Source: an optimization exercise on an open RTL-to-GDS flow (aim: small area, a short achievable clock period and few clock cycles per item). Production flows keep margins and buffers that such runs may drop. Only simulation tests tie the RTL to the original design; equivalence was not proved. Power figures rest on the tool's default switching activity, not on a simulated workload.

File: flow/design.v
package iol_pkg;
    localparam int unsigned Cap  = 64;
    localparam int unsigned ValW = 32;
    localparam logic [2:0] MODE_GET  = 3'd0;
    localparam logic [2:0] MODE_HEAD = 3'd1;
    localparam logic [2:0] MODE_TAIL = 3'd2;
    localparam logic [2:0] MODE_AT   = 3'd3;
    localparam logic [2:0] MODE_DEL  = 3'd4;
    localparam logic [1:0] ST_DONE  = 2'd0;
    localparam logic [1:0] ST_RANGE = 2'd1;
    localparam logic [1:0] ST_FULL  = 2'd2;
endpackage
import iol_pkg::*;
module iol_mem (
    input  logic            i_clk,
    input  logic            i_wr_en,
    input  logic [5:0]      i_wr_slot,
    input  logic [ValW-1:0] i_wr_data,
    input  logic [5:0]      i_rd_slot,
    output logic [ValW-1:0] o_rd_data
);
    logic [ValW-1:0] r_d [Cap];
    for (genvar i = 0; i < Cap; i++) begin : g_slot
        always_ff @(posedge i_clk) begin
            if (i_wr_en && i_wr_slot == 6'(i)) r_d[i] <= i_wr_data;
        end
    end
    always_comb begin
        o_rd_data = '0;
        for (int i = 0; i < Cap; i++)
            o_rd_data |= {ValW{i_rd_slot == 6'(i)}} & r_d[i];
    end
endmodule
import iol_pkg::*;
module iol_ctrl (
    input  logic             i_clk,
    input  logic             i_rst_n,
    input  logic             i_valid,
    output logic             o_ready,
    input  logic [47:0]      i_data,
    output logic             o_wr_en,
    output logic [5:0]       o_wr_slot,
    output logic [ValW-1:0]  o_wr_data,
    output logic [5:0]       o_rd_slot,
    input  logic [ValW-1:0]  i_rd_data,
    output logic             o_valid,
    input  logic             i_ready,
    output logic [47:0]      o_data
);
    logic            r1_v;
    logic [2:0]      r1_mode;
    logic [9:0]      r1_pos;
    logic [ValW-1:0] r1_val;
    logic [6:0] r_len;
    logic [5:0] r_map [Cap];
    logic       full;
    assign full = r_len[6];
    logic        r2_v, r2_found;
    logic [5:0]  r2_slot;
    logic [6:0]  r2_len;
    logic [1:0]  r2_st;
    logic [1:0]  r_qc;                  
    logic [41:0] r_q [3];               
    logic [2:0] tot;
    logic       fire, take, pop;
    assign tot  = {2'b0, r2_v} + {1'b0, r_qc};
    assign fire = r1_v && tot <= 3'd2;
    assign take = i_valid && o_ready;
    assign pop  = (r_qc != 2'd0) && i_ready;
    logic is_get, is_head, is_tail, is_at, is_ins, is_del;
    assign is_get  = r1_mode == MODE_GET;
    assign is_head = r1_mode == MODE_HEAD;
    assign is_tail = r1_mode == MODE_TAIL;
    assign is_at   = r1_mode == MODE_AT;
    assign is_ins  = is_head || is_tail || is_at;
    assign is_del  = r1_mode == MODE_DEL;
    logic [9:0]     pe;         
    logic [Cap-1:0] oh, ge;
    assign pe = is_head ? 10'd0 : is_tail ? {3'b0, r_len} : r1_pos;
    for (genvar i = 0; i < Cap; i++) begin : g_dec
        assign oh[i] = pe == 10'(i);
        assign ge[i] = pe <= 10'(i);
    end
    logic ins_en, del_en;
    assign ins_en = fire && is_ins && !full;
    assign del_en = fire && is_del;
    logic [5:0] look;           
    always_comb begin
        look = '0;
        for (int i = 0; i < Cap; i++) look |= {6{oh[i]}} & r_map[i];
    end
    logic       lt_len, gt_len, ins_ok, del_ok, found;
    logic [1:0] st;
    logic [6:0] len_n;
    assign lt_len = {3'b0, r_len} > r1_pos;
    assign gt_len = r1_pos > {3'b0, r_len};
    assign ins_ok = is_ins && !full && !(is_at && gt_len);
    assign del_ok = is_del && lt_len;
    assign found  = is_get && lt_len;
    always_comb begin
        st = ST_DONE;
        if ((is_get || is_del) && !lt_len) st = ST_RANGE;
        else if (is_at && gt_len) st = ST_RANGE;
        else if (is_ins && full) st = ST_FULL;
    end
    assign len_n = ins_ok ? r_len + 7'd1 : del_ok ? r_len - 7'd1 : r_len;
    assign o_wr_en   = ins_en;
    assign o_wr_slot = r_map[Cap-1];
    assign o_wr_data = r1_val;
    logic [41:0] res;
    assign o_rd_slot = r2_slot;
    assign res = {r2_len, r2_st, r2_found, i_rd_data | {ValW{!r2_found}}};
    always_ff @(posedge i_clk) begin
        if (o_ready) begin
            r1_mode <= i_data[2:0];
            r1_pos  <= i_data[12:3];
            r1_val  <= i_data[44:13];
        end
        if (fire) begin
            r_len    <= len_n;
            r2_slot  <= look;
            r2_found <= found;
            r2_len   <= len_n;
            r2_st    <= st;
        end
        for (int i = 0; i < Cap; i++) begin
            if (ins_en && i > 0 && ge[i-1 < 0 ? 0 : i-1]) r_map[i] <= r_map[i-1 < 0 ? 0 : i-1];
            else if (ins_en && oh[i]) r_map[i] <= r_map[Cap-1];
            else if (del_en && ge[i]) r_map[i] <= (i == Cap - 1) ? look : r_map[i+1 > Cap-1 ? Cap-1 : i+1];
        end
        for (int k = 0; k < 3; k++) begin
            logic [1:0] at;
            at = r_qc - {1'b0, pop};
            if (r2_v && at == 2'(k)) r_q[k] <= res;
            else if (pop) r_q[k] <= (k == 2) ? r_q[2] : r_q[k+1 > 2 ? 2 : k+1];
        end
        if (!i_rst_n) begin
            r1_v    <= 1'b0;
            r2_v    <= 1'b0;
            r_qc    <= '0;
            r_len   <= '0;
            o_ready <= 1'b1;
            for (int i = 0; i < Cap; i++) r_map[i] <= 6'(i);
        end else begin
            logic       n1v;
            logic [1:0] nqc;
            logic [2:0] ntot;
            n1v  = take || (r1_v && !fire);
            nqc  = r_qc - {1'b0, pop} + {1'b0, r2_v};
            ntot = {2'b0, fire} + {1'b0, nqc};
            r1_v    <= n1v;
            r2_v    <= fire;
            r_qc    <= nqc;
            o_ready <= !n1v || ntot <= 3'd2;
        end
    end
    assign o_valid = r_qc != 2'd0;
    assign o_data  = {2'b00, 4'b0, r_q[0]};
endmodule
import iol_pkg::*;
module indexed_ordered_list (
    input  logic        i_clk,
    input  logic        i_rst_n,
    input  logic        s_axis_tvalid,
    output logic        s_axis_tready,
    input  logic [47:0] s_axis_tdata,    
    output logic        m_axis_tvalid,
    input  logic        m_axis_tready,
    output logic [47:0] m_axis_tdata     
);
    logic            wr_en;
    logic [5:0]      wr_slot, rd_slot;
    logic [ValW-1:0] wr_data, rd_data;
    iol_mem u_mem (
        .i_clk(i_clk), .i_wr_en(wr_en), .i_wr_slot(wr_slot), .i_wr_data(wr_data),
        .i_rd_slot(rd_slot), .o_rd_data(rd_data)
    );
    iol_ctrl u_ctrl (
        .i_clk(i_clk), .i_rst_n(i_rst_n),
        .i_valid(s_axis_tvalid), .o_ready(s_axis_tready), .i_data(s_axis_tdata),
        .o_wr_en(wr_en), .o_wr_slot(wr_slot), .o_wr_data(wr_data),
        .o_rd_slot(rd_slot), .i_rd_data(rd_data),
        .o_valid(m_axis_tvalid), .i_ready(m_axis_tready), .o_data(m_axis_tdata)
    );
endmodule
File: flow/run.sh
#!/bin/bash
# synth_recipe.tcl (not shown) runs the flow's synth.tcl, then flattens the netlist and writes it again
# the make line also repeats each setting of config.mk as NAME=value (left out here)
make -C /OpenROAD-flow-scripts/flow DESIGN_CONFIG=/design/flow/config.mk WORK_HOME=/design/flow/orfs CLKGATE_MAP_FILE= SYNTH_SCRIPT=/design/flow/synth_recipe.tcl finish
File: flow/config.mk
export PLATFORM = sky130hd
export DESIGN_NAME = indexed_ordered_list
export DESIGN_NICKNAME = indexed_ordered_list
export VERILOG_FILES = /design/flow/design.v
export SDC_FILE = /design/flow/constraint.sdc
export NUM_CORES = 4
export LEC_CHECK = 0
export CAP_MARGIN = 20
export CORE_MARGIN = 2
export CORE_UTILIZATION = 40
export SLEW_MARGIN = 20
File: flow/constraint.sdc
create_clock -name core_clock -period 6.0 [get_ports {i_clk}]
set_input_delay 1.2000 -clock core_clock [delete_from_list [all_inputs] [get_ports {i_clk}]]
set_output_delay 1.2000 -clock core_clock [all_outputs]
set_load 0.01 [all_outputs]
==> results of run 1 <==
[kinds of logic (layout without fill, tap and decap cells)]
kind of cell,after synthesis,in the layout,share of synthesized area [%]
DFF,2631,2631,70.8
AOI/OAI and AO/OA,2207,2207,15.6
and+or+nand+nor,1870,1870,8.22
buffers and inverters,547,1123,2.07
muxes,314,314,3.03
adders and majority gates,17,17,0.201
xor gates and xnor gates,11,11,0.0909
other,1,23,0.00354
[cell type report]
| class | count | share of cell area, % |
|---|---|---|
| antenna | 17 | 0.0344 |
| inverter | 60 | 0.186 |
| sequential | 2631 | 60.7 |
| tap | 3515 | 3.56 |
| timing repair buffer | 572 | 4.16 |
| clock inverter | 134 | 0.918 |
| multi-input combinational | 4425 | 24.2 |
| clock buffer | 357 | 6.18 |
[cell usage in the layout (no fill, tap or decap), types with 18 or more instances in the layout]
cell type / instances
sky130_fd_sc_hd__buf_12: 44
sky130_fd_sc_hd__clkbuf_16: 293
sky130_fd_sc_hd__o21ai_0: 175
sky130_fd_sc_hd__o22ai_1: 52
sky130_fd_sc_hd__a211o_1: 26
sky130_fd_sc_hd__clkinv_2: 46
sky130_fd_sc_hd__nor3_2: 28
sky130_fd_sc_hd__mux2i_1: 262
sky130_fd_sc_hd__a222oi_1: 50
sky130_fd_sc_hd__nor3_1: 64
sky130_fd_sc_hd__clkbuf_1: 58
sky130_fd_sc_hd__nor2_1: 538
sky130_fd_sc_hd__a32oi_1: 27
sky130_fd_sc_hd__nand3_1: 201
sky130_fd_sc_hd__mux2_2: 51
sky130_fd_sc_hd__or4_1: 24
sky130_fd_sc_hd__nor2_4: 129
sky130_fd_sc_hd__a311oi_1: 19
sky130_fd_sc_hd__o221ai_1: 28
sky130_fd_sc_hd__o211ai_1: 87
sky130_fd_sc_hd__inv_1: 58
sky130_fd_sc_hd__a31oi_1: 18
sky130_fd_sc_hd__edfxtp_1: 2235
sky130_fd_sc_hd__clkdlybuf4s50_1: 91
sky130_fd_sc_hd__nor4_1: 32
sky130_fd_sc_hd__a211oi_1: 72
sky130_fd_sc_hd__dfxtp_1: 389
sky130_fd_sc_hd__a22oi_1: 555
sky130_fd_sc_hd__buf_4: 433
sky130_fd_sc_hd__a221o_1: 33
sky130_fd_sc_hd__a21oi_1: 325
sky130_fd_sc_hd__nand4_1: 181
sky130_fd_sc_hd__a22o_1: 260
sky130_fd_sc_hd__a221oi_1: 339
sky130_fd_sc_hd__clkinv_1: 52
sky130_fd_sc_hd__and3_1: 19
sky130_fd_sc_hd__nand2_1: 530
sky130_fd_sc_hd__bufinv_16: 18
[cell usage after synthesis (16+ instances only)]
cell type	count	share of area (%)
sky130_fd_sc_hd__a211o_1	28	0.23
sky130_fd_sc_hd__a22oi_1	555	3.9
sky130_fd_sc_hd__nand4_1	181	1.1
sky130_fd_sc_hd__a21oi_1	325	1.5
sky130_fd_sc_hd__inv_1	59	0.21
sky130_fd_sc_hd__nand2_1	531	1.9
sky130_fd_sc_hd__mux2_2	51	0.54
sky130_fd_sc_hd__buf_2	45	0.21
sky130_fd_sc_hd__buf_4	17	0.12
sky130_fd_sc_hd__edfxtp_1	2235	63
sky130_fd_sc_hd__buf_1	48	0.17
sky130_fd_sc_hd__and3_1	21	0.12
sky130_fd_sc_hd__o21ai_0	178	0.84
sky130_fd_sc_hd__a311oi_1	19	0.16
sky130_fd_sc_hd__nor2b_1	16	0.094
sky130_fd_sc_hd__a22o_1	260	2.1
sky130_fd_sc_hd__mux2i_1	262	2.5
sky130_fd_sc_hd__o221ai_1	28	0.23
sky130_fd_sc_hd__or4_1	24	0.17
sky130_fd_sc_hd__nor3_1	72	0.34
sky130_fd_sc_hd__nor4_1	39	0.23
sky130_fd_sc_hd__nor3_2	20	0.19
sky130_fd_sc_hd__o211ai_1	87	0.62
sky130_fd_sc_hd__a222oi_1	50	0.47
sky130_fd_sc_hd__nor2_1	673	2.4
sky130_fd_sc_hd__o22ai_1	52	0.31
sky130_fd_sc_hd__a32oi_1	27	0.22
sky130_fd_sc_hd__a221oi_1	339	2.8
sky130_fd_sc_hd__a221o_1	33	0.31
sky130_fd_sc_hd__a211oi_1	72	0.51
sky130_fd_sc_hd__dfxtp_1	396	7.5
sky130_fd_sc_hd__clkbuf_1	373	1.3
sky130_fd_sc_hd__nand3_1	201	0.95
sky130_fd_sc_hd__a31oi_1	19	0.11
sky130_fd_sc_hd__ha_1	17	0.20
[layer usage]
layer	routed length, um	vias to the layer above	track usage, %
met5	243	-	0
met2	217000	7272	53.9
li1	-	31456	-
met3	64400	1875	9.26
met4	45400	36	26.2
met1	169000	41276	44.1
[stage by stage]
step | setup WS [ns] | std cells | hold slack, ns | total power [mW] | utilization (%)
6_report | 0.789 | 11711 | 0.475 | 45.7 | 47.0
5_1_grt | 0.636 | 11694 | 0.490 | 46.5 | 47.0
4_1_cts | 0.938 | 11691 | 0.481 | 45.4 | 46.9
3_5_place_dp | 0.957 | 11200 | 0.468 | 28.7 | 43.6
3_3_place_gp | 1.00 | 11198 | 0.455 | 28.6 | 43.6
2_1_floorplan | 1.25 | 7603 | 0.424 | 25.0 | -
[where the power goes]
group	switching [mW]	leakage, nW	total, mW	internal (mW)
sequential	0.436	23.4	21.5	21.1
combinational	5.40	11.8	7.17	1.77
clock	7.21	4.29	17.0	9.76
[worst max-delay path by stage]
stage          cells after the start  slack [ns]              start                   to
2_1_floorplan                     12        1.25        u_ctrl.r2_v     u_mem.r_d[21][0]
3_3_place_gp                      10        1.00  u_ctrl.r1_mode[1]  u_ctrl.r_map[51][2]
3_5_place_dp                      10        0.96  u_ctrl.r1_mode[1]  u_ctrl.r_map[51][3]
4_1_cts                           10        0.94  u_ctrl.r1_mode[1]  u_ctrl.r_map[51][3]
5_1_grt                           10        0.64  u_ctrl.r1_mode[1]  u_ctrl.r_map[51][3]
6_report                          10        0.79  u_ctrl.r1_mode[0]  u_ctrl.r_map[51][3]
[sequential cells by signal, summed over array words and instances, names as in the netlist]
register / cells
u_ctrl.r1_v: 1
u_ctrl.r_q: 126
u_ctrl.r2_slot: 6
u_ctrl.r1_val: 32
u_ctrl.r1_pos: 10
u_ctrl.o_ready: 1
u_ctrl.r2_v: 1
u_ctrl.r2_st: 2
u_ctrl.r2_found: 1
u_ctrl.r_len: 7
u_mem.r_d: 2048
u_ctrl.r_qc: 2
u_ctrl.r_map: 384
u_ctrl.r1_mode: 3
u_ctrl.r2_len: 7
==> flow_results.org, run 1 <==
** Worst setup path
- STA classifies the critical path startpoint as a flip-flop.
- CP Data Arrival Time :: 6.01 ns
- Traced cell by cell, the critical path runs through o21bai_4 > a211o_1 > nor4_4 > buf_4 > nand2_1 > nor2_1 > nor2_1 > nor2b_1 > a221oi_1 > nor2_1.
- The worst setup path is captured at a flip-flop.
- In this run the critical register-to-register path is captured at u_ctrl.r_map[51][3].
- Largest stage delay on the critical path :: 0.81 ns
- Cell family contributing the most delay on the critical path :: simple AND/OR/NAND/NOR gates
- Worst endpoint required time :: 6.80 ns
- The most numerous cell type found on the critical path is sky130_fd_sc_hd__nor2_1.
- CP Max Fanout :: 20
- The worst register-to-register path has a setup slack of 0.79 ns.
- Together, buffers and inverters on the worst path number 1.
- CP Class :: flip-flop to flip-flop
- Number of cells on the worst reg-to-reg path :: 10
- On the critical path, the stage with the largest delay is an instance of sky130_fd_sc_hd__nor2_1.
- The worst register-to-register path begins at u_ctrl.r1_mode[0].

** Clock network
- CTS built an H-tree with a depth of 5.
- Clock tree synthesis inserted a total of 287 buffers.
- Post CTS Setup Buffer Count :: 0
- Clock Root Buffer :: sky130_fd_sc_hd__clkbuf_16
- Once the clock tree was built, the resizer swapped 0 gates to a different size.
- Worst skew pair latency :: 0.93 ns
- Clk sinks :: 2631
- CTS tree :: yes
- After clock tree synthesis, the flow added hold-fix buffers numbering 0.
- No sink is reached through more buffers than the 4 on the longest clock path.
- Clock-pin slew was measured on the worst setup and hold paths at 0.06 ns.

** Synthesis
- Share of async-settable or async-resettable flops after synthesis :: 0%
- In the synthesized netlist the dominant register cell turns out to be sky130_fd_sc_hd__edfxtp_1.
- Post-Syn Area per Cell :: 13.9 um2
- Number of instances in the synthesized netlist :: 7598
- Yosys warnings :: 5
- Synthesized cell area :: 0.106 mm2
- Count of flip-flops with a built-in enable after synthesis :: 2235
- Flip-flop and latch count after synthesis :: 2631
- Portion of the post-synthesis area used by sequential elements :: 70.8%
- Number of unique standard cell types used by synthesis :: 96

** Global route
- The first global-routing pass estimated 659000 um of wire.
- GRT Util Overall :: 35.6%
- The via count of the first global-routing pass was 75106.
- The total overflow left after global routing is 0.
- The number of antenna violations at the first check in global routing is 30.
- Maximum number of pins on one net before global-route repair :: 80

** STA
- Setup TNS :: 0 ns
- Clock skew on the completed layout was measured at 0.0873 ns.
- Setup violations remaining at the end of the flow were counted as 0.
- Setup repair after global routing left no endpoint under its margin.
- Fmax :: 192 MHz
- Crit share post-route :: 86.8%
- The final number of hold-violating endpoints was 0.
- The smallest clock period supported by the final layout is computed as 5.21 ns.
- Worst-Margin Slew :: 1.25 ns
- Number of max-slew violations in the final report :: 0
- Slew Limit Headroom :: 16.6%

** Cells and area
- Summing all flip-flop and latch instances after layout gives 0.0751 mm2.
- In the final layout, the share of cells above drive strength 1 is 14.3%.
- With fillers left out, the area of the finished cells amounts to 0.124 mm2.
- Area added between synthesis and finish :: 16.6%
- At the end of the flow, the number of nets in the layout was 8046.
- Summing all multi-input logic gate instances after layout gives 0.0299 mm2.
- Number of filler instances in the final layout :: 22989

** Route
- The first routing iteration left 15214 violations.
- After detailed routing, the average wire length per cell comes to 42.3 um.
- The routed layout has 81915 vias.
- Total wire length :: 496000 um
- Total iterations of the first detailed-routing run :: 9
- In the routed design, unresolved DRC markers number 0.
- Post-route antenna net violation count :: 0
- Via-to-Cell Ratio :: 6.99

** Power
- Leak :: 39.5 nW
- The worst-case IR drop observed on VDD is 334 uV.
- In this run the power density over the cells is 370 mW/mm2.

** Die
- Once the floorplan was initialized, standard cells occupied 40.3% of the core.
- Core region area :: 0.263 mm2
- 102 I/O pins were placed.
- Core Rows :: 188
- The die is 519 um tall.
- The floorplan step set the die width to 519 um.
- Die ar. :: 0.269 mm2

** Min path
- The worst hold path was traced through 0 stages.
- Hold Crit Start :: u_ctrl.r2_len[0]
- HP Class :: flip-flop to flip-flop
- Terminating pin of the worst hold path :: u_ctrl.r_q[2][35]

** Placement
- At the end of routability-driven placement, the weighted congestion stood at 1.04.
- Instance area after placement :: 0.115 mm2
- During placement, the flow inserted port buffers numbering 92.
- Detail Placement HPWL :: 309000 um

** Outcome
- The flow ran to the end and the layout has no timing, DRC or antenna violations.

** Job
- Max capacitance violation total :: 0
Testbench counts, summed over its fixed seeds: cycles 20,024, items 20,000.
==> inputs of run 2 (changes only) <==
--- a/flow/config.mk
+++ b/flow/config.mk
@@ -7,5 +7,6 @@
 export LEC_CHECK = 0
 export CAP_MARGIN = 20
 export CORE_MARGIN = 2
-export CORE_UTILIZATION = 40
+export CORE_UTILIZATION = 50
+export SETUP_SLACK_MARGIN = 3.0
 export SLEW_MARGIN = 20
==> run 2 against run 1 <==
Compared with the run above: the flow now stops in global routing; synthesized cell count stayed put; area after synthesis is the same.
==> flow_results.org, run 2 <==
** Placement
- The placed wire-length estimate after detailed placement was 316000 um (+2.4%).
- Count of port buffers added during placement :: 92 (unchanged)
- Instance area after placement :: 0.114 mm2 (-0.28%)
- Routability Congestion :: 1.10 (+6.1%)

** Clock network
- Number of buffers added by the clock tree synthesis step :: 290 (+1.0%)
- The count of hold buffers inserted by post-cts repair is 0 (unchanged).
- Clock tree synthesis selected as its root buffer the cell sky130_fd_sc_hd__clkbuf_16.
- The clock net sink count is 2631 (unchanged).
- Maximum number of buffers from clock root to sink :: 4 (unchanged)
- Level count of the clock H-tree :: 5 (unchanged)

** Die
- The number of I/O pins was 102 (unchanged).
- The row count was 168 (-11%).
- The starting utilization of the core area was 50.4% (+10 points).
- Horizontal extent of the die :: 464 um (-10%)
- The die outline height is 464 um (-10%).

** Synthesis
- Count of flip-flops with a built-in enable after synthesis :: 2235 (unchanged)
- The warning count from the yosys run is 5 (unchanged).
- Synthesized cell area :: 0.106 mm2 (unchanged)
- The largest total area in the synthesized netlist belongs to sky130_fd_sc_hd__edfxtp_1.
- Number of instances in the synthesized netlist :: 7598 (unchanged)
- Top cells by area, synth :: sky130_fd_sc_hd__edfxtp_1 63%, sky130_fd_sc_hd__dfxtp_1 7.5%, sky130_fd_sc_hd__a22oi_1 3.9%, sky130_fd_sc_hd__a221oi_1 2.8%, sky130_fd_sc_hd__mux2i_1 2.5%
- Portion of the post-synthesis area used by sequential elements :: 70.8% (unchanged)
- Flip-flop and latch count after synthesis :: 2631 (unchanged)
- Commonest cells in the netlist :: 2235 x sky130_fd_sc_hd__edfxtp_1, 673 x sky130_fd_sc_hd__nor2_1, 555 x sky130_fd_sc_hd__a22oi_1
- The most common cell in the synthesized netlist is sky130_fd_sc_hd__edfxtp_1.
- Share of async-settable or async-resettable flops after synthesis :: 0% (unchanged)
- The most used flip-flop cell after synthesis is sky130_fd_sc_hd__edfxtp_1.
- Area share of the largest cell type after synthesis :: 63.3% (unchanged)
- Number of unique standard cell types used by synthesis :: 96 (unchanged)
- Post-Syn Area per Cell :: 13.9 um2 (unchanged)

** Outcome
- The flow did not finish.
- Progress stopped at global routing.
- Error that ended the run :: [ERROR GRT-0232] Routing congestion too high. Check the congestion heatmap in the GUI.

** STA
- GRT worst endpoint :: u_ctrl.r_map[63][2]$_SDFFE_PN1P_/D
- Kind of the worst endpoint :: sequential cell input

** Global route
- In the global route stage, overall resource usage came out at 63.7%.
- Global routing finished with a remaining overflow of 2.
- Entering global routing, the biggest net connects 131 pins.
## run 2: what timing repair did
item	CTS
cloned	152
resized for setup	1900
endpoints found under the setup margin	2606
pin swaps	505
setup buffers	913
## run 2: per-layer routing
layer / global-route usage, % / overflow
met1: 65.8 / 0
met5: 18.1 / 0
met3: 44.2 / 0
met4: 61.9 / 0
met2: 81.6 / 2
## run 2: cells by family after synthesis
logic type | after synthesis | share of synthesized area, %
AO/OA/AOI/OAI | 2207 | 15.6
XOR/XNOR | 11 | 0.0909
AND/OR/NAND/NOR | 1870 | 8.22
adder cells (fa/ha/maj) | 17 | 0.201
buffers and inverters | 547 | 2.07
other | 1 | 0.00354
multiplexers | 314 | 3.03
flip-flops | 2631 | 70.8
## run 2: worst max path at each step
stage,endpoint,from,slack (ns)
2_1_floorplan,u_mem.r_d[14][0],u_ctrl.r2_v,2.68
3_3_place_gp,u_ctrl.r_map[53][1],u_ctrl.r1_mode[0],0.98
3_5_place_dp,u_ctrl.r_map[53][1],u_ctrl.r1_mode[0],0.90
4_1_cts,u_ctrl.r_map[63][1],u_ctrl.r1_mode[2],2.25
## run 2: through the flow
step	hold WS, ns	setup slack (ns)	instances
2_1_floorplan	0.424	2.68	7603
3_3_place_gp	0.467	0.978	10506
3_5_place_dp	0.472	0.904	10508
4_1_cts	0.487	2.25	12063
## run 2: power by group through the flow
| stage | registers (mW) | clock network, mW | logic (mW) |
|---|---|---|---|
| floorplan | 22.1 | 0 | 3.02 |
| global placement | 21.9 | 0 | 6.91 |
| detailed placement | 21.9 | 0 | 7.00 |
| CTS | 21.5 | 17.4 | 10.2 |

==> re-timing with driven ports <==
Ports are ideal in the flow. The routed layout listed here was re-timed in OpenROAD. Step 1 sets driving cells, clkbuf_16 on the clock port and buf_2 on the other inputs (assumed; they add their load-dependent delay and slew). Step 2, shift: input delay + t, output delay - t, t = (earliest + latest rising clock arrival at the registers) / 2. This alone moves slack from input paths to output paths. a / b / c = ideal ports / drivers / drivers and shift; a / b = the first two.
run: run 1
t, ns: 0.996
setup slack, ns: 0.789 / 0.789 / 0.789
cell pins on the clock port's net: 1
After both steps setup and hold are still met in run 1. For run 1, drivers alone change the setup slack by 0.000 ns; drivers and shift together by 0.000 ns.
